What follows belongs to an exercise in optimizing a design on an open flow for small area and few clock cycles; a production flow would make more cautious choices.
At most, simulation tests tie the RTL to the original design; equivalence was not proved.
Function not checked in run 2: the RTL went through the layout flow alone.
Power and IR drop assume default switching activity.

==> flow/design.v <==
package cdf_pkg;
  localparam int FRAME_W = 16;
  localparam int COEF_W  = 5;
  localparam int CEP_W   = 16;
  localparam int DELTA_W = 17;
  localparam int CFG_W   = 6;
  localparam logic [CFG_W-1:0] COEF_COUNT_RESET = 6'd13;
endpackage
module cepstral_delta_features_unit (
  input  logic                                clk,
  input  logic                                rst_n,
  input  logic                                push,
  output logic                                full,
  input  logic signed [cdf_pkg::CEP_W-1:0]    in_cep_value,
  input  logic                                in_final_frame,
  output logic                                empty,
  input  logic                                pop,
  output logic [cdf_pkg::FRAME_W-1:0]         out_frame_index,
  output logic [cdf_pkg::COEF_W-1:0]          out_coef_index,
  output logic signed [cdf_pkg::CEP_W-1:0]    out_cep_out,
  output logic signed [cdf_pkg::DELTA_W-1:0]  out_delta_out,
  output logic                                out_utterance_end,
  output logic                                out_short_error,
  input  logic                                cfg_wr_en,
  input  logic [cdf_pkg::CFG_W-1:0]           cfg_wr_data
);
  localparam int ROWS = 32;
  localparam int W    = cdf_pkg::CEP_W;
  logic [cdf_pkg::CFG_W-1:0]   ncfg_r;
  logic [cdf_pkg::COEF_W-1:0]  c_r;
  logic [cdf_pkg::FRAME_W-1:0] f_r;
  logic                        hh_r;      
  logic                        hv_r;      
  logic [2:0]                  b_r;       
  logic [W-1:0]                v_r;       
  logic [W-1:0]                y_r;       
  logic                        fin_r;
  logic                        last_r;
  logic                        o_valid;
  logic [cdf_pkg::FRAME_W-1:0] o_frame;
  logic [cdf_pkg::COEF_W-1:0]  o_coef;
  logic [W-1:0]                o_cep;
  logic [cdf_pkg::DELTA_W-1:0] o_delta;
  logic                        o_uend;
  logic                        o_serr;
  logic [ROWS-1:0][4*W-1:0]    hist_r;
  logic       out_ready, accept, load_next;
  logic       short_c, lead_c, last_c, has_res, odd_first, h_done;
  logic [2:0] first_b;
  logic [6:0] nact;
  logic [W-1:0] s2, s4;
  assign out_ready = !o_valid || pop;
  assign full      = has_res ? (hv_r || !out_ready) : (hv_r && c_r == o_coef);
  assign accept    = push && !full;
  assign load_next = hv_r && out_ready;
  assign empty     = !o_valid;
  always_comb begin
    if (ncfg_r == '0)            nact = 7'd1;
    else if (ncfg_r > 6'd32)     nact = 7'd32;
    else                         nact = {1'b0, ncfg_r};
  end
  assign last_c    = ({2'b0, c_r} + 7'd1) >= nact;
  assign short_c   = !hh_r && (f_r < 16'd4);
  assign lead_c    = !hh_r && (f_r == 16'd4);
  assign has_res   = !(short_c && !in_final_frame);
  assign first_b   = (short_c || lead_c) ? f_r[2:0] : 3'd2;
  assign odd_first = first_b[0];
  assign h_done    = (b_r == {1'b0, !fin_r, 1'b0});
  always_ff @(posedge clk) begin
    if (!rst_n) begin
      ncfg_r  <= cdf_pkg::COEF_COUNT_RESET;
      c_r     <= '0;
      f_r     <= '0;
      hh_r    <= 1'b0;
      hv_r    <= 1'b0;
      o_valid <= 1'b0;
    end else begin
      if (cfg_wr_en) ncfg_r <= cfg_wr_data;
      if (accept) begin
        if (!last_c) begin
          c_r <= c_r + 5'd1;
        end else begin
          c_r <= '0;
          if (in_final_frame) begin
            f_r  <= '0;
            hh_r <= 1'b0;
          end else begin
            if (f_r >= 16'd4) hh_r <= 1'b1;
            f_r <= f_r + 16'd1;
          end
        end
      end
      if (accept && has_res) hv_r <= has_res && (odd_first || first_b != {1'b0, !in_final_frame, 1'b0});
      else if (load_next) hv_r <= !h_done;
      if ((accept && has_res && !odd_first) || load_next) o_valid <= 1'b1;
      else if (pop) o_valid <= 1'b0;
    end
  end
  always_ff @(posedge clk) begin
    if (accept && has_res) begin
      v_r     <= in_cep_value;
      y_r     <= s2;
      fin_r   <= in_final_frame;
      last_r  <= last_c;
      b_r     <= odd_first ? first_b : first_b - 3'd1;
      o_frame <= f_r - {13'd0, first_b[2:1] + first_b[0], 1'b0};
      o_coef  <= c_r;
      o_cep   <= first_b[2] ? s4 : (first_b[1] ? s2 : in_cep_value);
      o_delta <= short_c ? '0 : ($signed({in_cep_value[W-1], in_cep_value}) - $signed({s4[W-1], s4}));
      o_uend  <= in_final_frame && last_c && (first_b == 3'd0 || (first_b == 3'd2 && !in_final_frame));
      o_serr  <= short_c;
    end else if (load_next) begin
      b_r     <= b_r - 3'd1;
      o_frame <= o_frame + 16'd1;
      o_cep   <= b_r[1] ? (b_r[0] ? s4 : y_r) : (b_r[0] ? s2 : v_r);
      o_uend  <= fin_r && last_r && h_done;
    end
  end
  logic [cdf_pkg::COEF_W-1:0] c_n, oc_n, addr_n;
  logic                       hv_n;
  logic [ROWS-1:0]            sel_r, wsel;
  always_comb begin
    c_n  = c_r;
    oc_n = o_coef;
    hv_n = hv_r;
    if (accept) c_n = last_c ? '0 : c_r + 5'd1;
    if (accept && has_res) begin
      oc_n = c_r;
      hv_n = odd_first || first_b != {1'b0, !in_final_frame, 1'b0};
    end else if (load_next) begin
      hv_n = !h_done;
    end
    if (!rst_n) begin
      c_n  = '0;
      hv_n = 1'b0;
    end
    addr_n = hv_n ? oc_n : c_n;
  end
  always_ff @(posedge clk) begin
    sel_r         <= '0;
    sel_r[addr_n] <= 1'b1;
  end
  always_comb begin
    wsel = '0;
    wsel[c_r] = 1'b1;
  end
  always_comb begin
    s2 = '0;
    s4 = '0;
    for (int i = 0; i < ROWS; i++) begin
      s2 = s2 | ({W{sel_r[i]}} & hist_r[i][2*W-1:W]);
      s4 = s4 | ({W{sel_r[i]}} & hist_r[i][4*W-1:3*W]);
    end
  end
  for (genvar i = 0; i < ROWS; i++) begin : g_row
    always_ff @(posedge clk) begin
      if (accept && wsel[i]) hist_r[i] <= {hist_r[i][3*W-1:0], in_cep_value};
    end
  end
  assign out_frame_index   = o_frame;
  assign out_coef_index    = o_coef;
  assign out_cep_out       = o_cep;
  assign out_delta_out     = o_delta;
  assign out_utterance_end = o_uend;
  assign out_short_error   = o_serr;
endmodule
==> flow/run.sh <==
#!/bin/bash
# synth_recipe.tcl (not shown) runs the flow's synth.tcl, then flattens the netlist and writes it again
# the make line also repeats each setting of config.mk as NAME=value (left out here)
make -C /OpenROAD-flow-scripts/flow DESIGN_CONFIG=/design/flow/config.mk WORK_HOME=/design/flow/orfs CLKGATE_MAP_FILE= SYNTH_SCRIPT=/design/flow/synth_recipe.tcl finish
==> flow/config.mk <==
export PLATFORM = sky130hd
export DESIGN_NAME = cepstral_delta_features_unit
export DESIGN_NICKNAME = cepstral_delta_features_unit
export VERILOG_FILES = /design/flow/design.v
export SDC_FILE = /design/flow/constraint.sdc
export NUM_CORES = 4
export LEC_CHECK = 0
export CAP_MARGIN = 20
export CORE_MARGIN = 2
export CORE_UTILIZATION = 65
export CTS_CLUSTER_DIAMETER = 100
export CTS_CLUSTER_SIZE = 25
export SLEW_MARGIN = 20
==> flow/constraint.sdc <==
create_clock -name core_clock -period 5.0 [get_ports {clk}]
set_input_delay 1.0000 -clock core_clock [delete_from_list [all_inputs] [get_ports {clk}]]
set_output_delay 1.0000 -clock core_clock [all_outputs]
set_load 0.01 [all_outputs]
==> out/qor.csv, run 1 <==
stage,metric,value,unit
sta,minimum clock period,4.52,ns
grt,initial antenna violation count,7,
setup_path,crit path DAT,3.52,ns
die,IO Pins,86,
die,chip height,345,um
detailed_routing,# DRC,0,
final_layout,design area,0.0828,sq mm
synth,asr flop ratio synth,0,
clock_network,Longest Clk Path Bufs,3,
grt,gr ovfl total,0,
grt,maximum number of pins on one net before global-route repair,66,
place,pre-CTS WS,0.485,ns
pwr,Int Pwr,24.6,mW
synth,post-synth net total,3776,
detailed_routing,mean number of vias per cell,7.05,
detailed_routing,Routed wire per std cell,37.4,um
final_layout,share of layout cells above drive strength 1,0.109,
pwr,clock share of power,0.287,
die,# rows,125,
clock_network,CTS Sinks,2203,
sta,Fin Hold WS,0.402,ns
pwr,Seq pwr share,0.650,
grt,met2 GRT Util,0.510,
synth,Post-Synth Adder-Cell Area,0.00659,
clock_network,Skew-Pair Late Insertion Delay,0.75,ns
final_layout,diodes inserted,0,
detailed_routing,drt pass-1 iters,6,
detailed_routing,Final ANT Viol Nets,0,
sta,setup TNS,0,ns
sta,unrepaired setup endpoints after global routing,false,
sta,Achievable Freq,221,MHz
sta,Least-Margin Pin Slew,1.12,ns
synth,Synth Warn #,1,
grt,M3 GR Usage,0.0701,
clock_network,# resized after CTS,0,
worst_hold_path,Hold Path Class,reg -> reg,
sta,Slew Limit Fails,0,
die,Die Area,0.119,sq mm
grt,met1 Usage GRT,0.535,
place,DPL Wire Length,128000,um
final_layout,area grow syn2layout,9.60,%
synth,Netlist cell types,79,
status,outcome,timing/DRC/antenna clean,
detailed_routing,Routed WL,206000,um
synth,mux cell area share after synthesis,0.00851,
place,placer congestion estimate,0.951,
grt,first-pass GRT wire length,286000,um
setup_path,Worst Setup End Kind,output port,
synth,largest family of logic cells by synthesized area,compound AO/OA/AOI/OAI gates,
place,Port-buffer cells,85,
synth,Synth Area in Simple Gates,0.0347,
pwr,leakage,26.0,nW
synth,"Avg Cell Area, Syn",20.4,sq um
clock_network,H-Tree Depth,3,
sta,endpoints failing setup,0,
synth,Synth Area in Compound Gates,0.0671,
synth,Synth Area in XOR/XNOR,0.00742,
pwr,Net Sw Frac,0.216,
pwr,maximum vdd drop,0.000394,V
clock_network,Post-CTS Hold Buffers,0,
setup_path,crit-path max FO,19,
detailed_routing,Vias,38800,
synth,"Seq/Total Area, Yosys",0.866,
sta,endpoints failing hold,0,
setup_path,startpoint types,flip-flop,
sta,Setup Skew,0.0386,ns
clock_network,clock root cell,clkbuf_16,
place,"Cell Area, Placed",0.0801,sq mm
pwr,total power,31.4,mW
detailed_routing,initial detailed-routing violation count,6255,
clock_network,CTS tree,built,
synth,number of synthesized flops with an enable pin,2136,
clock_network,clock transition at the registers of the reported paths,0.10,ns
sta,Max-slew headroom,0.253,
clock_network,setup bufs post-CTS,0,
pwr,Cell Pwr Density,379,mW/mm^2
grt,Most Crowded Layer GR,met1,
final_layout,Nets,4017,
sta,fin crit share,0.903,
sta,setup ws final,0.484,ns
setup_path,Crit Path Class,reg -> out,
die,Die W,345,um
synth,cells after synthesis,3711,
synth,dominant synthesized flop cell,edfxtp_1,
die,Starting Density,0.653,
synth,synthesized cell area,0.0756,sq mm
grt,GR Util All Layers,0.348,
die,core area,0.116,sq mm
synth,Yosys reg bits,2203,
setup_path,Required @ worst endpoint,4.00,ns
pwr,P_sw,6.77,mW
clock_network,Num CTS Buffers,98,
grt,vias in the first global route,36500,
pwr,Logic pwr share,0.063,
run,maxcap violations,0,
-- flip-flops by register name, indices dropped and copies added (netlist names) --
name and count:
o_valid 1, last_r 1, o_frame 16, b_r 3, ncfg_r 6, hh_r 1, o_uend 1, fin_r 1
hist_r 2048, c_r 5, f_r 16, sel_r 32, y_r 16, o_delta 17, o_coef 5, o_cep 16
o_serr 1, hv_r 1, v_r 16
-- worst paths after layout --
| path | from | to | slack [ns] | depth (start not counted) |
|---|---|---|---|---|
| worst max-delay path | f_r[10]$_SDFFE_PN0P_ | full | 0.48 | 7 |
| worst min-delay path | hist_r[1895]$_DFFE_PP_ | hist_r[1911]$_DFFE_PP_ | 0.40 | 0 |
| worst min register to register | hist_r[1895]$_DFFE_PP_ | hist_r[1911]$_DFFE_PP_ | 0.40 | 0 |
| worst max register to register | f_r[10]$_SDFFE_PN0P_ | sel_r[3]$_DFF_P_ | 0.55 | 13 |
-- worst max-delay path: stages, from the launching register on --
cell	delay, ns
dfxtp_1	0.40
or4_1	0.59
nor2_1	0.40
and2_4	0.27
nand2b_4	0.11
clkinv_1	0.36
a21oi_1	0.15
clkdlybuf4s50_1	0.51
-- area by class of cell --
type                       instances  area [sq um]
clock buffer                     124          2570
clock inverter                     8           121
fill                            6864         32900
inverter                          41           156
multi-input combinational       1328          9680
sequential                      2203         65500
tap                             1524          1910
timing repair buffer             280          2890
-- routing by layer --
layer	vias to the layer above	share of wire
met1	19900	0.39
met4	2	0.040
met3	423	0.13
met5	-	0.000063
met2	3042	0.44
li1	15500	-
-- stage by stage --
stage / util / cells
3_3_place_gp: 0.692 / 5376
5_1_grt: 0.716 / 5508
3_5_place_dp: 0.692 / 5376
6_report: 0.716 / 5508
2_1_floorplan: - / 3711
4_1_cts: 0.716 / 5508
-- cells by family after synthesis --
family / after synthesis
xor+xnor: 64
compound gates: 667
simple gates: 513
buf+inv: 180
fa+ha+maj: 39
flops: 2203
mux: 45
-- synth_stat cells, types with 7 or more instances --
cell type  instances  area share
o21ai_0           40      0.0026
a221oi_1          60      0.0070
or2_2             10     0.00083
a22o_1            60      0.0070
nand2_1           91      0.0045
a21oi_1           39      0.0026
clkbuf_1         101      0.0050
a22oi_1          392       0.039
dfxtp_1           67       0.018
buf_1             30      0.0015
a211oi_1          10     0.00099
xor2_1            38      0.0044
nor4_1            14      0.0012
ha_1              35      0.0058
nor2_1           134      0.0067
nor2b_1           12     0.00099
and3_1             8     0.00066
nand2b_1           9     0.00074
nand4_1           73      0.0060
inv_1             38      0.0019
a21oi_2            8     0.00093
mux4_2            14      0.0042
edfxtp_1        2136        0.85
or4_1             31      0.0031
a31oi_1            7     0.00058
nand3_1           80      0.0053
mux2i_1           23      0.0030
xnor2_1           26      0.0030
nor3_1            23      0.0015
-- power groups by stage --
stage               logic, mW  clock network (mW)  registers [mW]
floorplan               0.971                   0            20.8
global placement         1.92                   0            20.8
detailed placement       1.93                   0            20.8
CTS                      1.93                9.08            20.4
global route             2.07                9.69            20.4
finish                   1.99                9.01            20.4
-- placed cells by master (no fill, tap or decap), types with 7 or more instances in the layout --
cell / instances
nand4_1: 73
nand3_1: 79
nand2_1: 90
xnor2_1: 26
nor4_1: 14
clkbuf_1: 25
clkdlybuf4s50_1: 85
mux4_2: 14
a21oi_2: 8
a31oi_1: 7
buf_12: 46
xor2_1: 38
or4_1: 31
dfxtp_1: 35
a22oi_1: 392
and3_1: 8
inv_1: 38
edfxtp_1: 2136
or2_2: 10
nor2_1: 107
dfxtp_2: 32
ha_1: 35
a22o_1: 60
nor3_1: 19
mux2i_1: 22
nand2b_1: 9
clkbuf_16: 99
buf_4: 149
nor2b_1: 12
a211oi_1: 10
a221oi_1: 60
nor2_4: 27
a21oi_1: 38
o21ai_0: 40
Testbench counts, summed over its fixed seeds: cycles 29,380.
==> inputs of run 2 (changes only) <==
--- a/flow/design.v
+++ b/flow/design.v
@@ -52,3 +52,3 @@
   assign out_ready = !o_valid || pop;
-  assign full      = has_res ? (hv_r || !out_ready) : (hv_r && c_r == o_coef);
+  assign full      = hv_r || !out_ready;
   assign accept    = push && !full;
@@ -92,3 +92,3 @@
       end
-      if (accept && has_res) hv_r <= has_res && (odd_first || first_b != {1'b0, !in_final_frame, 1'b0});
+      if (accept) hv_r <= has_res && (odd_first || first_b != {1'b0, !in_final_frame, 1'b0});
       else if (load_next) hv_r <= !h_done;
@@ -99,3 +99,3 @@
   always_ff @(posedge clk) begin
-    if (accept && has_res) begin
+    if (accept) begin
       v_r     <= in_cep_value;
@@ -118,28 +118,9 @@
   end
-  logic [cdf_pkg::COEF_W-1:0] c_n, oc_n, addr_n;
-  logic                       hv_n;
-  logic [ROWS-1:0]            sel_r, wsel;
+  logic [cdf_pkg::COEF_W-1:0] addr;
+  logic [ROWS-1:0]            sel, wsel;
+  assign addr = hv_r ? o_coef : c_r;
   always_comb begin
-    c_n  = c_r;
-    oc_n = o_coef;
-    hv_n = hv_r;
-    if (accept) c_n = last_c ? '0 : c_r + 5'd1;
-    if (accept && has_res) begin
-      oc_n = c_r;
-      hv_n = odd_first || first_b != {1'b0, !in_final_frame, 1'b0};
-    end else if (load_next) begin
-      hv_n = !h_done;
-    end
-    if (!rst_n) begin
-      c_n  = '0;
-      hv_n = 1'b0;
-    end
-    addr_n = hv_n ? oc_n : c_n;
-  end
-  always_ff @(posedge clk) begin
-    sel_r         <= '0;
-    sel_r[addr_n] <= 1'b1;
-  end
-  always_comb begin
+    sel  = '0;
     wsel = '0;
+    sel[addr] = 1'b1;
     wsel[c_r] = 1'b1;
@@ -150,4 +131,4 @@
     for (int i = 0; i < ROWS; i++) begin
-      s2 = s2 | ({W{sel_r[i]}} & hist_r[i][2*W-1:W]);
-      s4 = s4 | ({W{sel_r[i]}} & hist_r[i][4*W-1:3*W]);
+      s2 = s2 | ({W{sel[i]}} & hist_r[i][2*W-1:W]);
+      s4 = s4 | ({W{sel[i]}} & hist_r[i][4*W-1:3*W]);
     end
--- a/flow/config.mk
+++ b/flow/config.mk
@@ -9,5 +9,3 @@
 export CORE_MARGIN = 2
-export CORE_UTILIZATION = 65
-export CTS_CLUSTER_DIAMETER = 100
-export CTS_CLUSTER_SIZE = 25
+export CORE_UTILIZATION = 40
 export SLEW_MARGIN = 20
==> run 2 against run 1 <==
- setup slack got worse by 0.50 ns
- clock power rose by 76%
- now fails the layout checks on negative setup slack
- clock skew fell by 0.00083 ns
- hold slack got worse by 0.011 ns
- sequential power barely moved
- critical endpoint is now o_delta[16]$_SDFFCE_PP0P_
==> out/qor.csv, run 2 <==
stage,metric,value,unit
status,outcome,finished with violations,
status,violated checks,negative setup slack,
synth,synthesized cell area,0.0764,sq mm
grt,maximum number of pins on one net before global-route repair,65,
place,pre-CTS WS,-0.581,ns
die,core area,0.190,sq mm
synth,Netlist cell types,94,
place,placer congestion estimate,0.963,
detailed_routing,Vias,42700,
sta,Least-Margin Pin Slew,1.08,ns
synth,"count leader, synth",edfxtp_1,
pwr,leakage,29.9,nW
clock_network,clock transition at the registers of the reported paths,0.07,ns
synth,Synth Warn #,1,
detailed_routing,Routed wire per std cell,34.7,um
sta,endpoints failing setup,1,
synth,synth top area cells,"edfxtp_1 84%, a22oi_1 1.6%, a22o_1 1.1%",
grt,initial antenna violation count,12,
detailed_routing,# DRC,0,
sta,Setup Skew,0.0378,ns
sta,setup TNS,-0.0165,ns
setup_path,Worst Setup End Kind,flip-flop,
synth,Yosys reg bits,2171,
sta,endpoints failing hold,0,
synth,asr flop ratio synth,0,
clock_network,CTS tree,built,
setup_path,Crit Path Class,reg -> reg,
synth,"Seq/Total Area, Yosys",0.849,
clock_network,clock root cell,clkbuf_16,
place,DPL Wire Length,169000,um
clock_network,CTS Sinks,2171,
grt,first-pass GRT wire length,341000,um
grt,vias in the first global route,40200,
detailed_routing,drt pass-1 iters,8,
detailed_routing,mean number of vias per cell,5.90,
sta,Achievable Freq,199,MHz
die,Starting Density,0.402,
grt,gr ovfl total,0,
synth,cells after synthesis,3866,
synth,synth cell count leaders,"2141 x edfxtp_1, 161 x a22oi_1, 152 x nor2_1",
setup_path,startpoint types,flip-flop,
worst_hold_path,Hold Path Class,reg -> reg,
pwr,Cell Pwr Density,423,mW/mm^2
setup_path,crit-path max FO,6,
sta,Slew Limit Fails,0,
die,Die W,441,um
synth,Yosys top cell by area,edfxtp_1,
synth,number of synthesized flops with an enable pin,2141,
clock_network,Longest Clk Path Bufs,3,
sta,fin crit share,1.00,
die,# rows,160,
final_layout,area grow syn2layout,21.6,%
final_layout,share of layout cells above drive strength 1,0.224,
clock_network,Num CTS Buffers,205,
setup_path,Required @ worst endpoint,5.60,ns
clock_network,Skew-Pair Late Insertion Delay,0.86,ns
sta,Max-slew headroom,0.279,
die,IO Pins,86,
detailed_routing,Final ANT Viol Nets,0,
final_layout,Nets,4622,
detailed_routing,initial detailed-routing violation count,7287,
sta,minimum clock period,5.02,ns
sta,setup ws final,-0.0165,ns
pwr,maximum vdd drop,0.000399,V
final_layout,Largest register FFs,2048,
final_layout,largest registers,"hist_r (2048), o_delta (17)",
final_layout,"most common cell after layout, fill and taps aside",edfxtp_1,
synth,post-synth net total,3934,
synth,dominant synthesized flop cell,edfxtp_1,
place,Port-buffer cells,85,
die,chip height,441,um
final_layout,Biggest register,hist_r,
grt,GR Util All Layers,0.257,
detailed_routing,Routed WL,251000,um
clock_network,H-Tree Depth,4,
sta,unrepaired setup endpoints after global routing,true,
setup_path,crit path DAT,5.62,ns
final_layout,most frequent cells in the layout,"2141 x edfxtp_1, 451 x buf_4, 212 x clkbuf_16",
die,Die Area,0.195,sq mm
synth,Synth top area share,0.842,
synth,"Avg Cell Area, Syn",19.8,sq um
run,maxcap violations,0,
## run 2: cell types whose count changed after synthesis, moves of 23 or more
cell      before  now
buf_2          3   52
o21ai_0       40   76
a22oi_1      392  161
clkbuf_1     101   77
nand2_1       91  135
nand4_1       73   39
nor3_1        23   48
or4_1         31    8
dfxtp_1       67   30
a22o_1        60   93
a222oi_1       0   36
a21oi_1       39   66
## run 2: path summary, 6_finish.rpt
path                          start                   endpoint  slack (ns)  depth (start not counted)
max             o_coef[1]$_DFFE_PP_  o_delta[16]$_SDFFCE_PP0P_       -0.02                         23
max reg2reg     o_coef[1]$_DFFE_PP_  o_delta[16]$_SDFFCE_PP0P_       -0.02                         23
min reg2reg  hist_r[1485]$_DFFE_PP_     hist_r[1501]$_DFFE_PP_        0.39                          0
min          hist_r[1485]$_DFFE_PP_     hist_r[1501]$_DFFE_PP_        0.39                          0
## run 2: worst max-delay path, cell delays in order, from the launching register on
cell      delay, ns
edfxtp_1       0.39
nand2_1        0.07
o21a_1         0.19
ha_4           0.18
or4b_4         0.52
buf_6          0.16
a21oi_4        0.25
buf_12         0.18
nor4_4         0.07
a22oi_1        0.16
buf_4          0.16
nand4_1        0.14
or3_4          0.40
ha_4           0.18
fa_2           0.38
nor2b_4        0.14
o21ai_2        0.09
a21boi_4       0.14
o21a_1         0.17
o211ai_1       0.12
a31oi_2        0.24
a31oi_2        0.14
o211ai_1       0.18
a21oi_1        0.08
## run 2: report_power, final
group / leakage (nW) / internal (mW) / total (mW) / switching (mW)
Sequential: 19.6 / 20.0 / 20.1 / 0.0805
Combinational: 7.04 / 1.23 / 3.29 / 2.06
Clock: 3.32 / 9.14 / 15.9 / 6.78
Total: 29.9 / 30.4 / 39.3 / 8.92
## run 2: cell families (layout without fill, tap and decap cells)
logic type               count (synthesis)  after routing  synth area share
AO/OA/AOI/OAI                          731            731            0.0753
XOR/XNOR                                57             57           0.00678
adder cells (fa/ha/maj)                 40             40           0.00675
buffers and inverters                  197           1060            0.0113
flip-flops                            2171           2171             0.849
multiplexers                            60             60           0.00835
other                                    0              7                 0
AND/OR/NAND/NOR                        610            610            0.0421
## run 2: metrics by stage
stage	total power, mW	hold WS (ns)	instances	util	instance area [sq um]
CTS	39.3	0.390	7208	0.486	92200
finish	39.3	0.391	7247	0.489	92900
global placement	23.4	0.400	6793	0.446	84700
global route	40.3	0.392	7241	0.489	92900
detailed placement	23.4	0.405	6793	0.446	84700
floorplan	21.7	0.400	3866	-	76600
## run 2: area by class of cell
class | instances | area [sq um]
tap | 2511 | 3140
timing repair buffer | 637 | 6010
clock inverter | 125 | 1410
antenna | 7 | 17.5
clock buffer | 257 | 5450
multi-input combinational | 1498 | 11800
fill | 15500 | 97100
sequential | 2171 | 64900
inverter | 41 | 159
## run 2: metal layers
layer / global-route usage / part of all wire / vias up
met2: 0.397 / 0.46 / 2885
met1: 0.357 / 0.38 / 22000
li1: - / - / 17300
met5: 0 / 0.00016 / -
met3: 0.0531 / 0.11 / 522
met4: 0.104 / 0.045 / 6
## run 2: what timing repair did
item	in CTS	in global routing
hold buffers	0	0
hold endpoints to repair	0	0
pin swaps	40	44
endpoints found under the setup margin	13	11
resized for setup	77	68
buffers inserted	34	32

re-timing with driven ports:
The results above use ideal ports. As a check the final layouts listed here were re-extracted and re-timed, cells and wires unchanged. Step 1 assumes that a clkbuf_16 drives the clock port and a buf_2 every other input. Step 2 times the ports against the registers' clock, not the clock port: input delays grow and output delays shrink by t, the midpoint of the rising clock arrivals with the driver on. a / b / c = ideal / step 1 / step 2; a / b = the first two.
| run | t, ns | setup slack, ns | worst setup path after step 2 | worst data-port slew with drivers (ns) |
|---|---|---|---|---|
| run 1 | 0.808 | 0.484 / 0.405 / 0.418 | input to register | 0.07 |
| run 2 | 0.926 | -0.016 / -0.016 / -0.016 | register to register | 0.06 |
For run 1, which loses most, drivers alone change the setup slack by -0.079 ns; drivers and shift together by -0.066 ns.
